Context: an optimization exercise on an open-source flow, tuned for small area and few clock cycles. The choices shown serve that exercise and are no tape-out recipe.
Function was checked by simulation only, so behaviour that the tests miss may differ from the original.
Power is estimated from default activity; no workload was simulated.

==> inputs of job 6709 <==
==> flow/design.v (excerpt) <==
module rv_core (
	input logic clk,
	input logic mif,
	output logic [31:0] o_imem_addr,
	input logic [31:0] i_imem_data,
	output logic [31:0] o_dmem_addr,
	output logic [31:0] o_dmem_wdata,
	output logic [3:0] o_dmem_be,
	output logic o_dmem_we,
	input logic [31:0] i_dmem_rdata,
	output logic o_retire_valid,
	output logic [31:0] o_retire_pc,
	output logic o_retire_we,
	output logic [4:0] o_retire_rd,
	output logic [31:0] o_retire_data
);
export LEC_CHECK = 0
export CAP_MARGIN = 10
export CORE_MARGIN = 2
export CORE_UTILIZATION = 55
export CTS_BUF_LIST = sky130_fd_sc_hd__clkbuf_16
export CTS_CLUSTER_DIAMETER = 90
export CTS_CLUSTER_SIZE = 25
export PLACE_DENSITY = 0.7
export SETUP_SLACK_MARGIN = 0.4
export SLEW_MARGIN = 10
export SYNTH_HIERARCHICAL = 1
export SYNTH_MINIMUM_KEEP_SIZE = 0
create_clock -name core_clock -period 12.0 [get_ports {clk}]
standard.sh (not shown) runs the stock make flow with config.mk's settings and CLKGATE_MAP_FILE= SYNTH_SCRIPT=/design/flow/synth_recipe.tcl, a recipe that flattens the netlist after the stock synthesis.
==> flow/flow/run.sh <==
#!/bin/bash
# The standard layout (standard.sh), with plain buf_1 cells as the port buffers instead of the
# delay cells buffer_ports picks by default. make's output goes to standard.log; ORFS keeps each
# step's own log under orfs/logs.
set -e
export BUFFER_PORTS_ARGS="-buffer_cell sky130_fd_sc_hd__buf_1"
bash standard.sh > standard.log 2>&1
==> job 4264: changes against job 6709 <==
--- a/flow/design.v
+++ b/flow/design.v
@@ -317,20 +317,18 @@
 			.s1 (sel[3*k + 2]), .d1 (d[3*k + 2]),
 			.s2 (sel[3*k + 3]), .d2 (d[3*k + 3]),
 			.y_n (p_n[k])
 		);
 	end
-	rf_nand2 u_last (.a(sel[31]), .b(d[31]), .y(p_n[10]));
-	rf_nand4 u_g0 (.a(p_n[0]), .b(p_n[1]), .c(p_n[2]), .d(p_n[3]), .y(g[0]));
-	rf_nand4 u_g1 (.a(p_n[4]), .b(p_n[5]), .c(p_n[6]), .d(p_n[7]), .y(g[1]));
 	if (HAS_X) begin : g_x
-		logic x_n;
-		rf_nand2 u_x (.a(x_sel), .b(x_d), .y(x_n));
-		rf_nand4 u_g2 (.a(p_n[8]), .b(p_n[9]), .c(p_n[10]), .d(x_n), .y(g[2]));
+		rf_aoi22 u_last (.s0(sel[31]), .d0(d[31]), .s1(x_sel), .d1(x_d), .y_n(p_n[10]));
 	end else begin : g_nx
-		rf_nand3 u_g2 (.a(p_n[8]), .b(p_n[9]), .c(p_n[10]), .y(g[2]));
+		rf_nand2 u_last (.a(sel[31]), .b(d[31]), .y(p_n[10]));
 	end
+	rf_nand4 u_g0 (.a(p_n[0]), .b(p_n[1]), .c(p_n[2]), .d(p_n[3]), .y(g[0]));
+	rf_nand4 u_g1 (.a(p_n[4]), .b(p_n[5]), .c(p_n[6]), .d(p_n[7]), .y(g[1]));
+	rf_nand3 u_g2 (.a(p_n[8]), .b(p_n[9]), .c(p_n[10]), .y(g[2]));
 	rf_or3 u_or (.a(g[0]), .b(g[1]), .c(g[2]), .y(y));
 endmodule
 module rf_dec (
 	input logic [4:0] idx,
 	input logic en,
@@ -396,56 +394,10 @@
 	end else begin : g_nlt
 		rf_nand2 u_p2 (.a(s_ld), .b(d_ld), .y(p2_n));
 	end
 	rf_nand3 u_or (.a(p0_n), .b(p1_n), .c(p2_n), .y(y));
 endmodule
-module pc_bit3 (
-	input logic s0,
-	input logic d0,
-	input logic s1,
-	input logic d1,
-	input logic s2,
-	input logic d2,
-	output logic y
-);
-	assign y = (s0 & d0) | (s1 & d1) | (s2 & d2);
-endmodule
-module pc_bit4 (
-	input logic s0,
-	input logic d0,
-	input logic s1,
-	input logic d1,
-	input logic s2,
-	input logic d2,
-	input logic s3,
-	input logic d3,
-	output logic y
-);
-	logic p_n;
-	logic q_n;
-	rf_aoi222 u_p (.s0(s0), .d0(d0), .s1(s1), .d1(d1), .s2(s2), .d2(d2), .y_n(p_n));
-	rf_nand2 u_q (.a(s3), .b(d3), .y(q_n));
-	rf_nand2 u_y (.a(p_n), .b(q_n), .y(y));
-endmodule
-module ld_ao221 (
-	input logic a1,
-	input logic a2,
-	input logic b1,
-	input logic b2,
-	input logic c1,
-	output logic y
-);
-	assign y = (a1 & a2) | (b1 & b2) | c1;
-endmodule
-module ld_ao21 (
-	input logic a1,
-	input logic a2,
-	input logic b1,
-	output logic y
-);
-	assign y = (a1 & a2) | b1;
-endmodule
 `timescale 1ns/1ns
 module rv_core (
 	input logic clk,
 	input logic mif,
 	output logic [31:0] o_imem_addr,
@@ -500,12 +452,12 @@
 	logic [31:0] rs2_val;
 	logic [31:0] pc_full;
 	logic jal_like;
 	logic rd_pc;
 	assign jal_like = op[6] && op[3] && op[2];
-	assign rd_pc = op[2] && (op[3] || (op[4] && !op[5]));
-	rf_dec u_dec1 (.idx(ins[19:15]), .en(!(op[2] && (op[3] || op[4]))), .valid(valid), .sel(sel1));
+	assign rd_pc = op[2] && ((op[4] && !op[6] && !op[5]) || jal_like);
+	rf_dec u_dec1 (.idx(ins[19:15]), .en(!c_upper && !jal_like), .valid(valid), .sel(sel1));
 	rf_dec u_dec2 (.idx(ins[24:20]), .en(1'b1), .valid(valid), .sel(sel2));
 	for (genvar b = 0; b < 32; b++) begin : g_rd
 		logic [31:1] col;
 		for (genvar i = 1; i < 32; i++) begin : g_col
 			assign col[i] = regs[i][b];
@@ -578,26 +530,18 @@
 			bt_hi = hi_dec;
 		else
 			bt_hi = pc_q[31:13];
 	end
 	assign pc_inc = {seq_hi, lo_inc};
-	logic s_j;
-	logic s_seq;
-	logic h_inc, h_dec, h_pc;
-	assign s_j = is_jalr || is_jal;
-	assign s_seq = !taken && !s_j;
-	assign h_inc = (taken && bt_cy && !imm_b[31]) || (s_seq && lo_cy);
-	assign h_dec = taken && !bt_cy && imm_b[31];
-	assign h_pc = (taken && bt_cy == imm_b[31]) || (s_seq && !lo_cy);
 	logic [31:2] next_pc;
-	for (genvar b = 2; b < 13; b++) begin : g_npc_lo
-		pc_bit3 u_nb (.s0(s_j), .d0(sum[b]), .s1(taken), .d1(bt_lo[b]), .s2(s_seq), .d2(lo_inc[b]),
-			.y(next_pc[b]));
-	end
-	for (genvar b = 13; b < 32; b++) begin : g_npc_hi
-		pc_bit4 u_nb (.s0(s_j), .d0(sum[b]), .s1(h_inc), .d1(hi_inc[b]), .s2(h_dec), .d2(hi_dec[b]),
-			.s3(h_pc), .d3(pc_q[b]), .y(next_pc[b]));
+	always_comb begin
+		if (is_jalr || is_jal)
+			next_pc = sum[31:2];
+		else if (taken)
+			next_pc = {bt_hi, bt_lo};
+		else
+			next_pc = pc_inc;
 	end
 	always_ff @(posedge clk or negedge mif) begin
 		if (!mif)
 			pc_q <= 30'h2000_0000;
 		else
@@ -620,43 +564,27 @@
 			o_dmem_wdata = {2{rs2_val[15:0]}};
 			o_dmem_be = sum[1] ? 4'b1100 : 4'b0011;
 		end
 	end
 	assign o_dmem_we = is_store && mif;
-	logic ld_w, ld_h, ld_b, ld_sgn;
-	logic [3:0] ad;
-	logic k0, k1, k2, k3, m0, m2, sgn_bit, sgn_b, sgn_hi;
+	logic [7:0] lane_b;
+	logic [15:0] lane_h;
 	logic [31:0] load_val;
-	assign ld_w = f3[1];
-	assign ld_h = !f3[1] && f3[0];
-	assign ld_b = !f3[1] && !f3[0];
-	assign ld_sgn = !f3[2];
 	always_comb begin
-		for (int a = 0; a < 4; a++)
-			ad[a] = sum[1:0] == 2'(a);
-	end
-	assign k0 = ld_w || (ld_h && !sum[1]) || (ld_b && ad[0]);
-	assign k1 = ld_b && ad[1];
-	assign k2 = (ld_h && sum[1]) || (ld_b && ad[2]);
-	assign k3 = ld_b && ad[3];
-	assign m0 = ld_w || (ld_h && !sum[1]);
-	assign m2 = ld_h && sum[1];
-	pc_bit4 u_sgn (.s0(ld_b && ad[0]), .d0(i_dmem_rdata[7]), .s1(k1 || (ld_h && !sum[1])),
-		.d1(i_dmem_rdata[15]), .s2(ld_b && ad[2]), .d2(i_dmem_rdata[23]), .s3(k3 || m2),
-		.d3(i_dmem_rdata[31]), .y(sgn_bit));
-	assign sgn_b = ld_b && ld_sgn && sgn_bit;
-	assign sgn_hi = !ld_w && ld_sgn && sgn_bit;
-	for (genvar b = 0; b < 8; b++) begin : g_ld_lo
-		pc_bit4 u_ld (.s0(k0), .d0(i_dmem_rdata[b]), .s1(k1), .d1(i_dmem_rdata[b + 8]), .s2(k2),
-			.d2(i_dmem_rdata[b + 16]), .s3(k3), .d3(i_dmem_rdata[b + 24]), .y(load_val[b]));
-	end
-	for (genvar b = 8; b < 16; b++) begin : g_ld_mid
-		ld_ao221 u_ld (.a1(m0), .a2(i_dmem_rdata[b]), .b1(m2), .b2(i_dmem_rdata[b + 16]), .c1(sgn_b),
-			.y(load_val[b]));
-	end
-	for (genvar b = 16; b < 32; b++) begin : g_ld_hi
-		ld_ao21 u_ld (.a1(ld_w), .a2(i_dmem_rdata[b]), .b1(sgn_hi), .y(load_val[b]));
+		case (sum[1:0])
+			2'd0: lane_b = i_dmem_rdata[7:0];
+			2'd1: lane_b = i_dmem_rdata[15:8];
+			2'd2: lane_b = i_dmem_rdata[23:16];
+			default: lane_b = i_dmem_rdata[31:24];
+		endcase
+		lane_h = sum[1] ? i_dmem_rdata[31:16] : i_dmem_rdata[15:0];
+		if (f3[1])
+			load_val = i_dmem_rdata;
+		else if (f3[0])
+			load_val = {{16{lane_h[15] && !f3[2]}}, lane_h};
+		else
+			load_val = {{24{lane_b[7] && !f3[2]}}, lane_b};
 	end
 	logic s_sum, s_shr, s_shl, s_x, s_a, s_lt;
 	assign s_sum = c_upper || (c_alu && f3 == 3'b000);
 	assign s_shr = c_alu && f3 == 3'b101;
 	assign s_shl = c_alu && f3 == 3'b001;
--- a/flow/config.mk
+++ b/flow/config.mk
@@ -10,9 +10,9 @@
 export CORE_UTILIZATION = 55
 export CTS_BUF_LIST = sky130_fd_sc_hd__clkbuf_16
 export CTS_CLUSTER_DIAMETER = 90
 export CTS_CLUSTER_SIZE = 25
 export PLACE_DENSITY = 0.7
-export SETUP_SLACK_MARGIN = 0.4
+export SETUP_SLACK_MARGIN = 0.1
 export SLEW_MARGIN = 10
 export SYNTH_HIERARCHICAL = 1
 export SYNTH_MINIMUM_KEEP_SIZE = 0
==> job 6657: changes against job 6709 <==
--- a/flow/design.v
+++ b/flow/design.v
@@ -317,20 +317,18 @@
 			.s1 (sel[3*k + 2]), .d1 (d[3*k + 2]),
 			.s2 (sel[3*k + 3]), .d2 (d[3*k + 3]),
 			.y_n (p_n[k])
 		);
 	end
-	rf_nand2 u_last (.a(sel[31]), .b(d[31]), .y(p_n[10]));
-	rf_nand4 u_g0 (.a(p_n[0]), .b(p_n[1]), .c(p_n[2]), .d(p_n[3]), .y(g[0]));
-	rf_nand4 u_g1 (.a(p_n[4]), .b(p_n[5]), .c(p_n[6]), .d(p_n[7]), .y(g[1]));
 	if (HAS_X) begin : g_x
-		logic x_n;
-		rf_nand2 u_x (.a(x_sel), .b(x_d), .y(x_n));
-		rf_nand4 u_g2 (.a(p_n[8]), .b(p_n[9]), .c(p_n[10]), .d(x_n), .y(g[2]));
+		rf_aoi22 u_last (.s0(sel[31]), .d0(d[31]), .s1(x_sel), .d1(x_d), .y_n(p_n[10]));
 	end else begin : g_nx
-		rf_nand3 u_g2 (.a(p_n[8]), .b(p_n[9]), .c(p_n[10]), .y(g[2]));
+		rf_nand2 u_last (.a(sel[31]), .b(d[31]), .y(p_n[10]));
 	end
+	rf_nand4 u_g0 (.a(p_n[0]), .b(p_n[1]), .c(p_n[2]), .d(p_n[3]), .y(g[0]));
+	rf_nand4 u_g1 (.a(p_n[4]), .b(p_n[5]), .c(p_n[6]), .d(p_n[7]), .y(g[1]));
+	rf_nand3 u_g2 (.a(p_n[8]), .b(p_n[9]), .c(p_n[10]), .y(g[2]));
 	rf_or3 u_or (.a(g[0]), .b(g[1]), .c(g[2]), .y(y));
 endmodule
 module rf_dec (
 	input logic [4:0] idx,
 	input logic en,
@@ -396,56 +394,10 @@
 	end else begin : g_nlt
 		rf_nand2 u_p2 (.a(s_ld), .b(d_ld), .y(p2_n));
 	end
 	rf_nand3 u_or (.a(p0_n), .b(p1_n), .c(p2_n), .y(y));
 endmodule
-module pc_bit3 (
-	input logic s0,
-	input logic d0,
-	input logic s1,
-	input logic d1,
-	input logic s2,
-	input logic d2,
-	output logic y
-);
-	assign y = (s0 & d0) | (s1 & d1) | (s2 & d2);
-endmodule
-module pc_bit4 (
-	input logic s0,
-	input logic d0,
-	input logic s1,
-	input logic d1,
-	input logic s2,
-	input logic d2,
-	input logic s3,
-	input logic d3,
-	output logic y
-);
-	logic p_n;
-	logic q_n;
-	rf_aoi222 u_p (.s0(s0), .d0(d0), .s1(s1), .d1(d1), .s2(s2), .d2(d2), .y_n(p_n));
-	rf_nand2 u_q (.a(s3), .b(d3), .y(q_n));
-	rf_nand2 u_y (.a(p_n), .b(q_n), .y(y));
-endmodule
-module ld_ao221 (
-	input logic a1,
-	input logic a2,
-	input logic b1,
-	input logic b2,
-	input logic c1,
-	output logic y
-);
-	assign y = (a1 & a2) | (b1 & b2) | c1;
-endmodule
-module ld_ao21 (
-	input logic a1,
-	input logic a2,
-	input logic b1,
-	output logic y
-);
-	assign y = (a1 & a2) | b1;
-endmodule
 `timescale 1ns/1ns
 module rv_core (
 	input logic clk,
 	input logic mif,
 	output logic [31:0] o_imem_addr,
@@ -500,12 +452,12 @@
 	logic [31:0] rs2_val;
 	logic [31:0] pc_full;
 	logic jal_like;
 	logic rd_pc;
 	assign jal_like = op[6] && op[3] && op[2];
-	assign rd_pc = op[2] && (op[3] || (op[4] && !op[5]));
-	rf_dec u_dec1 (.idx(ins[19:15]), .en(!(op[2] && (op[3] || op[4]))), .valid(valid), .sel(sel1));
+	assign rd_pc = op[2] && ((op[4] && !op[6] && !op[5]) || jal_like);
+	rf_dec u_dec1 (.idx(ins[19:15]), .en(!c_upper && !jal_like), .valid(valid), .sel(sel1));
 	rf_dec u_dec2 (.idx(ins[24:20]), .en(1'b1), .valid(valid), .sel(sel2));
 	for (genvar b = 0; b < 32; b++) begin : g_rd
 		logic [31:1] col;
 		for (genvar i = 1; i < 32; i++) begin : g_col
 			assign col[i] = regs[i][b];
@@ -578,26 +530,18 @@
 			bt_hi = hi_dec;
 		else
 			bt_hi = pc_q[31:13];
 	end
 	assign pc_inc = {seq_hi, lo_inc};
-	logic s_j;
-	logic s_seq;
-	logic h_inc, h_dec, h_pc;
-	assign s_j = is_jalr || is_jal;
-	assign s_seq = !taken && !s_j;
-	assign h_inc = (taken && bt_cy && !imm_b[31]) || (s_seq && lo_cy);
-	assign h_dec = taken && !bt_cy && imm_b[31];
-	assign h_pc = (taken && bt_cy == imm_b[31]) || (s_seq && !lo_cy);
 	logic [31:2] next_pc;
-	for (genvar b = 2; b < 13; b++) begin : g_npc_lo
-		pc_bit3 u_nb (.s0(s_j), .d0(sum[b]), .s1(taken), .d1(bt_lo[b]), .s2(s_seq), .d2(lo_inc[b]),
-			.y(next_pc[b]));
-	end
-	for (genvar b = 13; b < 32; b++) begin : g_npc_hi
-		pc_bit4 u_nb (.s0(s_j), .d0(sum[b]), .s1(h_inc), .d1(hi_inc[b]), .s2(h_dec), .d2(hi_dec[b]),
-			.s3(h_pc), .d3(pc_q[b]), .y(next_pc[b]));
+	always_comb begin
+		if (is_jalr || is_jal)
+			next_pc = sum[31:2];
+		else if (taken)
+			next_pc = {bt_hi, bt_lo};
+		else
+			next_pc = pc_inc;
 	end
 	always_ff @(posedge clk or negedge mif) begin
 		if (!mif)
 			pc_q <= 30'h2000_0000;
 		else
@@ -620,43 +564,27 @@
 			o_dmem_wdata = {2{rs2_val[15:0]}};
 			o_dmem_be = sum[1] ? 4'b1100 : 4'b0011;
 		end
 	end
 	assign o_dmem_we = is_store && mif;
-	logic ld_w, ld_h, ld_b, ld_sgn;
-	logic [3:0] ad;
-	logic k0, k1, k2, k3, m0, m2, sgn_bit, sgn_b, sgn_hi;
+	logic [7:0] lane_b;
+	logic [15:0] lane_h;
 	logic [31:0] load_val;
-	assign ld_w = f3[1];
-	assign ld_h = !f3[1] && f3[0];
-	assign ld_b = !f3[1] && !f3[0];
-	assign ld_sgn = !f3[2];
 	always_comb begin
-		for (int a = 0; a < 4; a++)
-			ad[a] = sum[1:0] == 2'(a);
-	end
-	assign k0 = ld_w || (ld_h && !sum[1]) || (ld_b && ad[0]);
-	assign k1 = ld_b && ad[1];
-	assign k2 = (ld_h && sum[1]) || (ld_b && ad[2]);
-	assign k3 = ld_b && ad[3];
-	assign m0 = ld_w || (ld_h && !sum[1]);
-	assign m2 = ld_h && sum[1];
-	pc_bit4 u_sgn (.s0(ld_b && ad[0]), .d0(i_dmem_rdata[7]), .s1(k1 || (ld_h && !sum[1])),
-		.d1(i_dmem_rdata[15]), .s2(ld_b && ad[2]), .d2(i_dmem_rdata[23]), .s3(k3 || m2),
-		.d3(i_dmem_rdata[31]), .y(sgn_bit));
-	assign sgn_b = ld_b && ld_sgn && sgn_bit;
-	assign sgn_hi = !ld_w && ld_sgn && sgn_bit;
-	for (genvar b = 0; b < 8; b++) begin : g_ld_lo
-		pc_bit4 u_ld (.s0(k0), .d0(i_dmem_rdata[b]), .s1(k1), .d1(i_dmem_rdata[b + 8]), .s2(k2),
-			.d2(i_dmem_rdata[b + 16]), .s3(k3), .d3(i_dmem_rdata[b + 24]), .y(load_val[b]));
-	end
-	for (genvar b = 8; b < 16; b++) begin : g_ld_mid
-		ld_ao221 u_ld (.a1(m0), .a2(i_dmem_rdata[b]), .b1(m2), .b2(i_dmem_rdata[b + 16]), .c1(sgn_b),
-			.y(load_val[b]));
-	end
-	for (genvar b = 16; b < 32; b++) begin : g_ld_hi
-		ld_ao21 u_ld (.a1(ld_w), .a2(i_dmem_rdata[b]), .b1(sgn_hi), .y(load_val[b]));
+		case (sum[1:0])
+			2'd0: lane_b = i_dmem_rdata[7:0];
+			2'd1: lane_b = i_dmem_rdata[15:8];
+			2'd2: lane_b = i_dmem_rdata[23:16];
+			default: lane_b = i_dmem_rdata[31:24];
+		endcase
+		lane_h = sum[1] ? i_dmem_rdata[31:16] : i_dmem_rdata[15:0];
+		if (f3[1])
+			load_val = i_dmem_rdata;
+		else if (f3[0])
+			load_val = {{16{lane_h[15] && !f3[2]}}, lane_h};
+		else
+			load_val = {{24{lane_b[7] && !f3[2]}}, lane_b};
 	end
 	logic s_sum, s_shr, s_shl, s_x, s_a, s_lt;
 	assign s_sum = c_upper || (c_alu && f3 == 3'b000);
 	assign s_shr = c_alu && f3 == 3'b101;
 	assign s_shl = c_alu && f3 == 3'b001;
==> flow/flow/run.sh (replaced) <==
#!/bin/bash
# The standard layout (standard.sh), with plain buf_2 cells as the port buffers instead of the
# delay cells buffer_ports picks by default. make's output goes to standard.log; ORFS keeps each
# step's own log under orfs/logs.
set -e
export BUFFER_PORTS_ARGS="-buffer_cell sky130_fd_sc_hd__buf_2"
bash standard.sh > standard.log 2>&1
==> flow/config.mk (replaced) <==
export PLATFORM = sky130hd
export DESIGN_NAME = rv_core
export DESIGN_NICKNAME = rv_core
export VERILOG_FILES = /design/flow/design.v
export SDC_FILE = /design/flow/constraint.sdc
export NUM_CORES = 4
export LEC_CHECK = 0
export CAP_MARGIN = 20
export CORE_MARGIN = 2
export CORE_UTILIZATION = 50
export CTS_BUF_LIST = sky130_fd_sc_hd__clkbuf_16
export CTS_CLUSTER_DIAMETER = 90
export CTS_CLUSTER_SIZE = 25
export PLACE_DENSITY = 0.65
export SETUP_SLACK_MARGIN = 0.3
export SLEW_MARGIN = 20
export SYNTH_HIERARCHICAL = 1
export SYNTH_MINIMUM_KEEP_SIZE = 0
==> qor summary <==
Power density over the cells: job 4264 130 mW/mm2; job 6657 131 mW/mm2; job 6709 130 mW/mm2
Total via count after detailed routing: job 4264 52200; job 6657 51600; job 6709 51400
Met2 Use GR: job 4264 0.707; job 6657 0.674; job 6709 0.725
Post-route worst hold slack: job 4264 503 ps; job 6657 506 ps; job 6709 499 ps
M3 GR Usage: job 4264 0.226; job 6657 0.203; job 6709 0.222
Post-synthesis area per instance: job 4264 11.1 um2; job 6657 11.1 um2; job 6709 11.1 um2
R2R depth: job 4264 28; job 6657 30; job 6709 25
Portion of netlist area occupied by mux cells: job 4264 0.0562; job 6657 0.0562; job 6709 0.0504
Critical register-to-register path startpoint: job 4264 valid[22]; job 6657 valid[4]; job 6709 valid[1]
Via count of the first global-routing pass: job 4264 46400; job 6657 46000; job 6709 45500
Number of fill cells in the layout: job 4264 7449; job 6657 8635; job 6709 7251
Post-Synth Simple-Gate Area: job 4264 0.0878; job 6657 0.0878; job 6709 0.0914
Status: job 4264 failed layout checks; job 6657 timing/DRC/antenna clean; job 6709 timing/DRC/antenna clean
Layout check failures: job 4264 negative setup slack; job 6657 -; job 6709 -
Number of clock buffers in the layout: job 4264 51; job 6657 52; job 6709 50
Total Negative Setup Slacks: job 4264 -504 ps; job 6657 0 ps; job 6709 0 ps
Testbench counts of job 6709, summed over its fixed seeds: cycles 16,570.
Testbench counts of job 4264, summed over its fixed seeds: cycles 16,570.
Testbench counts of job 6657, summed over its fixed seeds: cycles 16,570.

static timing again, ports no longer ideal:
How much do the figures lean on ideal ports? The routed layouts below were timed once more, with nothing changed but the port constraints.
Step 1 assumes that a clkbuf_16 drives the clock port and a buf_2 every other input.
Step 2 adds t to the input delays and takes it off the output delays; t is the mean of the earliest and latest rising clock arrival at the registers after step 1. Input paths then give back, and output paths get back, about the clock's delay inside the block.
a / b / c = no drivers / after step 1 / after step 2; a / b = the first two.
run	t (ns)	setup slack, ns	hold slack, ns	worst setup path after step 2	worst register clock-pin slew, ns
job 6709	0.768	0.418 / 0.388 / 0.388	0.499 / 0.499 / 0.499	input to output	0.11 / 0.11
job 4264	0.758	-0.210 / -0.239 / -0.239	0.503 / 0.503 / 0.503	input to output	0.11 / 0.11
job 6657	0.774	0.245 / 0.154 / 0.154	0.506 / 0.506 / 0.506	input to output	0.11 / 0.11
For job 6657, which loses most, drivers alone change the setup slack by -0.091 ns; drivers and shift together by -0.091 ns.
